Context: an optimization exercise on an open-source flow, tuned for small area. The choices shown serve that exercise and are no tape-out recipe.
The RTL was checked by simulation tests, not by an equivalence proof against the original design.
No driver is modelled on the clock port, so clocking that relies on it looks cheaper here than on a real chip.
Power and IR drop assume default switching activity.

==> branch umber: inputs <==
==> flow/design.v <==
module data_memory_aoi3 (
  input  logic s0, s1, s2,
  input  logic d0, d1, d2,
  output logic y_n
);
  assign y_n = ~((s0 & d0) | (s1 & d1) | (s2 & d2));
endmodule
module data_memory #(
  parameter int unsigned DATA_WIDTH = 32,
  parameter int unsigned ADDR_WIDTH = 6,
  parameter int unsigned DEPTH      = 2 ** ADDR_WIDTH
) (
  input  logic                  clk,
  input  logic                  rst,
  input  logic                  ce,
  input  logic                  we,
  input  logic [ADDR_WIDTH-1:0] address,
  input  logic [DATA_WIDTH-1:0] dataIn,
  output logic [DATA_WIDTH-1:0] dataOut
);
  localparam int unsigned NTERM = DEPTH + 1;
  localparam int unsigned NGRP  = (NTERM + 2) / 3;   
  localparam int unsigned NLAST = NTERM - 3 * (NGRP - 1);
  logic [DATA_WIDTH-1:0] mem [DEPTH];
  logic [DEPTH-1:0]      valid;
  logic rd, wr;
  assign rd = ce && !we;
  assign wr = ce && we && !rst;
  logic [3*NGRP-1:0]            tsel;
  logic [DATA_WIDTH-1:0]        tdat [3*NGRP];
  always_comb begin
    for (int i = 0; i < 3 * NGRP; i++) begin
      tsel[i] = 1'b0;
      tdat[i] = '0;
    end
    for (int i = 0; i < DEPTH; i++) begin
      tsel[i] = rd && valid[i] && (address == ADDR_WIDTH'(i));
      tdat[i] = mem[i];
    end
    tsel[DEPTH] = !rd;
    tdat[DEPTH] = dataOut;
  end
  logic [DATA_WIDTH-1:0] term_n [NGRP];
  for (genvar g = 0; g < NGRP; g++) begin : g_grp
    for (genvar b = 0; b < DATA_WIDTH; b++) begin : g_bit
      if (g < NGRP - 1 || NLAST == 3) begin : g_aoi3
        data_memory_aoi3 u_aoi (
          .s0(tsel[3*g]), .s1(tsel[3*g+1]), .s2(tsel[3*g+2]),
          .d0(tdat[3*g][b]), .d1(tdat[3*g+1][b]), .d2(tdat[3*g+2][b]),
          .y_n(term_n[g][b])
        );
      end else if (NLAST == 2) begin : g_aoi2
        assign term_n[g][b] = ~((tsel[3*g] & tdat[3*g][b]) | (tsel[3*g+1] & tdat[3*g+1][b]));
      end else begin : g_one
        assign term_n[g][b] = ~(tsel[3*g] & tdat[3*g][b]);
      end
    end
  end
  logic [DATA_WIDTH-1:0] dnext;
  always_comb begin
    dnext = '0;
    for (int g = 0; g < NGRP; g++) begin
      dnext = dnext | ~term_n[g];
    end
  end
  always_ff @(posedge clk) begin
    if (wr) begin
      mem[address] <= dataIn;
    end
  end
  always_ff @(posedge clk or posedge rst) begin
    if (rst) begin
      valid <= '0;
    end else if (wr) begin
      valid[address] <= 1'b1;
    end
  end
  always_ff @(posedge clk or posedge rst) begin
    if (rst) begin
      dataOut <= '0;
    end else begin
      dataOut <= dnext;
    end
  end
endmodule
==> flow/flow/run.sh <==
#!/bin/bash
# The standard layout, with two changes: the clock tree is built without
# dummy loads (large sink clusters on clkbuf_16), and ports are buffered
# with buf_1. Every tool's output goes to the ORFS logs; make's own output
# goes to flow_make.log here.
set -euo pipefail
export CTS_ARGS="-sink_clustering_enable -repair_clock_nets -sink_clustering_size 26 -sink_clustering_max_diameter 80 -buf_list sky130_fd_sc_hd__clkbuf_16 -dont_use_dummy_load"
export BUFFER_PORTS_ARGS="-buffer_cell sky130_fd_sc_hd__buf_1"
bash standard.sh finish > flow_make.log 2>&1
==> flow/standard.sh <==
#!/bin/bash
# synth_recipe.tcl (not shown) runs the flow's synth.tcl, then flattens the netlist and writes it again
# the make line also repeats each setting of config.mk as NAME=value (left out here)
make -C /OpenROAD-flow-scripts/flow DESIGN_CONFIG=/design/flow/config.mk WORK_HOME=/design/flow/orfs CLKGATE_MAP_FILE= SYNTH_SCRIPT=/design/flow/synth_recipe.tcl "${@:-finish}"
==> flow/config.mk <==
export PLATFORM = sky130hd
export DESIGN_NAME = data_memory
export DESIGN_NICKNAME = data_memory
export VERILOG_FILES = /design/flow/design.v
export SDC_FILE = /design/flow/constraint.sdc
export NUM_CORES = 4
export LEC_CHECK = 0
export CAP_MARGIN = 10
export CORE_MARGIN = 2
export CORE_UTILIZATION = 65
export CTS_BUF_LIST = sky130_fd_sc_hd__clkbuf_16
export CTS_CLUSTER_DIAMETER = 80
export CTS_CLUSTER_SIZE = 26
export SLEW_MARGIN = 10
export SYNTH_HIERARCHICAL = 1
export SYNTH_MINIMUM_KEEP_SIZE = 0
==> flow/constraint.sdc <==
create_clock -name core_clock -period 5.0 [get_ports {clk}]
set_input_delay 1.0000 -clock core_clock [delete_from_list [all_inputs] [get_ports {clk}]]
set_output_delay 1.0000 -clock core_clock [all_outputs]
set_load 0.01 [all_outputs]
==> branch xenon: changes against branch umber <==
==> flow/flow/run.sh (replaced) <==
#!/bin/bash
# The standard layout, with three changes: the clock tree is built without
# dummy loads (large sink clusters on clkbuf_16); ports are buffered with
# buf_1; and after CTS, combinational cells are downsized where slack, slew
# and capacitance allow (flow/post_cts.tcl). Every tool's output goes to the
# ORFS logs; make's own output goes to flow_make.log here.
set -euo pipefail
here=$(pwd)
export CTS_ARGS="-sink_clustering_enable -repair_clock_nets -sink_clustering_size 26 -sink_clustering_max_diameter 80 -buf_list sky130_fd_sc_hd__clkbuf_16 -dont_use_dummy_load"
export BUFFER_PORTS_ARGS="-buffer_cell sky130_fd_sc_hd__buf_1"
export POST_CTS_TCL="$here/flow/post_cts.tcl"
bash standard.sh finish > flow_make.log 2>&1
==> flow/flow/downsize.tcl (new file) <==
# Downsize combinational cells to the smallest drive strength that keeps
# slack, slew and capacitance within limits. Flip-flops and the clock tree
# are left alone.
proc ds_area {lc} {
  set m [[ord::get_db] findMaster [get_name $lc]]
  return [expr {[$m getWidth] * [$m getHeight]}]
}
proc ds_ok {min_setup min_hold} {
  if {[sta::max_slew_violation_count] > $::ds_slew0} { return 0 }
  if {[sta::max_capacitance_violation_count] > $::ds_cap0} { return 0 }
  if {[sta::worst_slack_cmd max] < $min_setup * 1e-9} { return 0 }
  if {[sta::worst_slack_cmd min] < $min_hold * 1e-9} { return 0 }
  return 1
}
proc downsize_all {min_setup min_hold} {
  estimate_parasitics -placement
  set ::ds_slew0 [sta::max_slew_violation_count]
  set ::ds_cap0 [sta::max_capacitance_violation_count]
  set saved 0
  set n 0
  foreach inst [get_cells *] {
    set m [[sta::sta_to_db_inst $inst] getMaster]
    set name [$m getName]
    if {![regexp {^sky130_fd_sc_hd__} $name]} continue
    if {[regexp {df|edf|dl|clkbuf|clkinv|tap|fill|decap|diode|conb} $name]} continue
    set lc [get_lib_cells $name]
    if {$lc eq ""} continue
    if {![regexp {^(sky130_fd_sc_hd__[a-z0-9]+)_([0-9]+)$} $name -> base drive]} continue
    if {[regexp {df|edf|dl|clkbuf|clkinv|tap|fill|decap|diode|conb} $base]} continue
    set a0 [ds_area $lc]
    set cands {}
    foreach c [get_lib_cells ${base}_*] {
      if {[regexp {lpflow|probe} [get_name $c]]} continue
      set a [ds_area $c]
      if {$a < $a0} { lappend cands [list $a [get_name $c]] }
    }
    if {$cands eq {}} continue
    foreach c [lsort -real -index 0 $cands] {
      set cn [lindex $c 1]
      replace_cell $inst $cn
      if {[ds_ok $min_setup $min_hold]} {
        set saved [expr {$saved + $a0 - [lindex $c 0]}]
        incr n
        break
      }
      replace_cell $inst $name
    }
  }
  puts "downsize: $n cells, [format %.1f [expr {$saved / 1e6}]] um2 saved"
}
==> flow/flow/post_cts.tcl (new file) <==
# Runs at the end of the CTS step (ORFS POST_CTS_TCL hook): downsize
# combinational cells that synthesis and repair made larger than needed,
# then repair any slew or capacitance the smaller cells leave short of the
# margins, and legalise the placement again.
source [file join [file dirname [info script]] downsize.tcl]
downsize_all 0.5 0.1
estimate_parasitics -placement
repair_design -slew_margin 10 -cap_margin 10 -match_cell_footprint
detailed_placement
check_placement -verbose
estimate_parasitics -placement
report_worst_slack -max
report_worst_slack -min
==> branch zinc: changes against branch umber <==
==> flow/flow/run.sh (replaced) <==
#!/bin/bash
# The standard layout, with three changes: the clock tree is built without
# dummy loads (large sink clusters on clkbuf_16), and ports are buffered
# with buf_1, and gates off the critical paths are downsized after global routing. Every tool's output goes to the ORFS logs; make's own output
# goes to flow_make.log here.
set -euo pipefail
export CTS_ARGS="-sink_clustering_enable -repair_clock_nets -sink_clustering_size 26 -sink_clustering_max_diameter 80 -buf_list sky130_fd_sc_hd__clkbuf_16 -dont_use_dummy_load"
export BUFFER_PORTS_ARGS="-buffer_cell sky130_fd_sc_hd__buf_1"
export RECOVER_POWER=100
bash standard.sh finish > flow_make.log 2>&1
==> results.txt <==
quantity	branch zinc	branch xenon	branch umber
Run status	complete, but fails checks	complete, but fails checks	no timing/DRC/antenna violations
Violated checks	max-capacitance violations, max-slew violations	negative setup slack	-
Peak supply drop	321 uV	318 uV	321 uV
Number of buffers inserted by post-CTS setup repair	0	-	0
Initial antenna violation count	29	18	28
Internal power of the cells	23.2 mW	23.2 mW	23.2 mW
Met1 Use GR	0.545	0.550	0.545
Met3 track demand over resource	0.121	0.118	0.121
First-iteration detailed-routing DRC count	9719	9907	9774
HP Start	valid[24]	valid[24]	valid[28]
Launching instance or port of the critical path	address[4]	address[2]	address[0]
Peak clock frequency supported by timing	0.214 GHz	0.199 GHz	0.235 GHz
Register fraction of the total cell area	0.791	0.797	0.784
Worst-margin pin slew	3760 ps	1360 ps	1300 ps
Share of total power in the clock network	0.288	0.289	0.289
CTS root buffer	sky130_fd_sc_hd__clkbuf_16	-	sky130_fd_sc_hd__clkbuf_16
Detailed-route wire length per cell	43.5 um	43.5 um	43.5 um
Skew-Pair Late Insertion Delay	730 ps	740 ps	740 ps
GRT met2 Usage	0.583	0.583	0.583
Leakage component of the power	25.6 nW	25.6 nW	26.1 nW
Design Power	29.0 mW	28.9 mW	29.0 mW
Detailed route wirelength on metal3	37.8 mm	37.6 mm	36.2 mm
Ratio of total power to cell area	358 mW/mm^2	361 mW/mm^2	356 mW/mm^2
Post-Route WL	232 mm	232 mm	232 mm
Maximum level of the CTS H-tree	3	-	3
Slowest stage cell on the critical path	sky130_fd_sc_hd__nor2_1	sky130_fd_sc_hd__nor3_1	sky130_fd_sc_hd__nand4_1
Crit path depth	7	11	10
Number of antenna diodes	22	16	22

[re-timing with driven ports]
No port has a modelled driver above. Below, the same layouts with a new extraction and two added sets of constraints. Step 1 sets driving cells, clkbuf_16 on the clock port and buf_2 on the other inputs (assumed; they add their load-dependent delay and slew). Step 2 adds t to the input delays and takes it off the output delays; t is the mean of the earliest and latest rising clock arrival at the registers after step 1. Input paths then give back, and output paths get back, about the clock's delay inside the block. Three values: no drivers, after step 1, after step 2; two values: the first two.
run	shift t [ns]	setup WS [ns]	slew at the worst register clock pin (ns)
branch umber	0.791	0.752 / 0.747 / -0.044	0.11 / 0.11
branch xenon	0.789	-0.026 / -0.034 / -0.823	0.11 / 0.11
branch zinc	0.784	0.322 / 0.260 / -0.524	0.11 / 0.11
For branch zinc, which loses most, drivers alone change the setup slack by -0.062 ns; drivers and shift together by -0.846 ns.
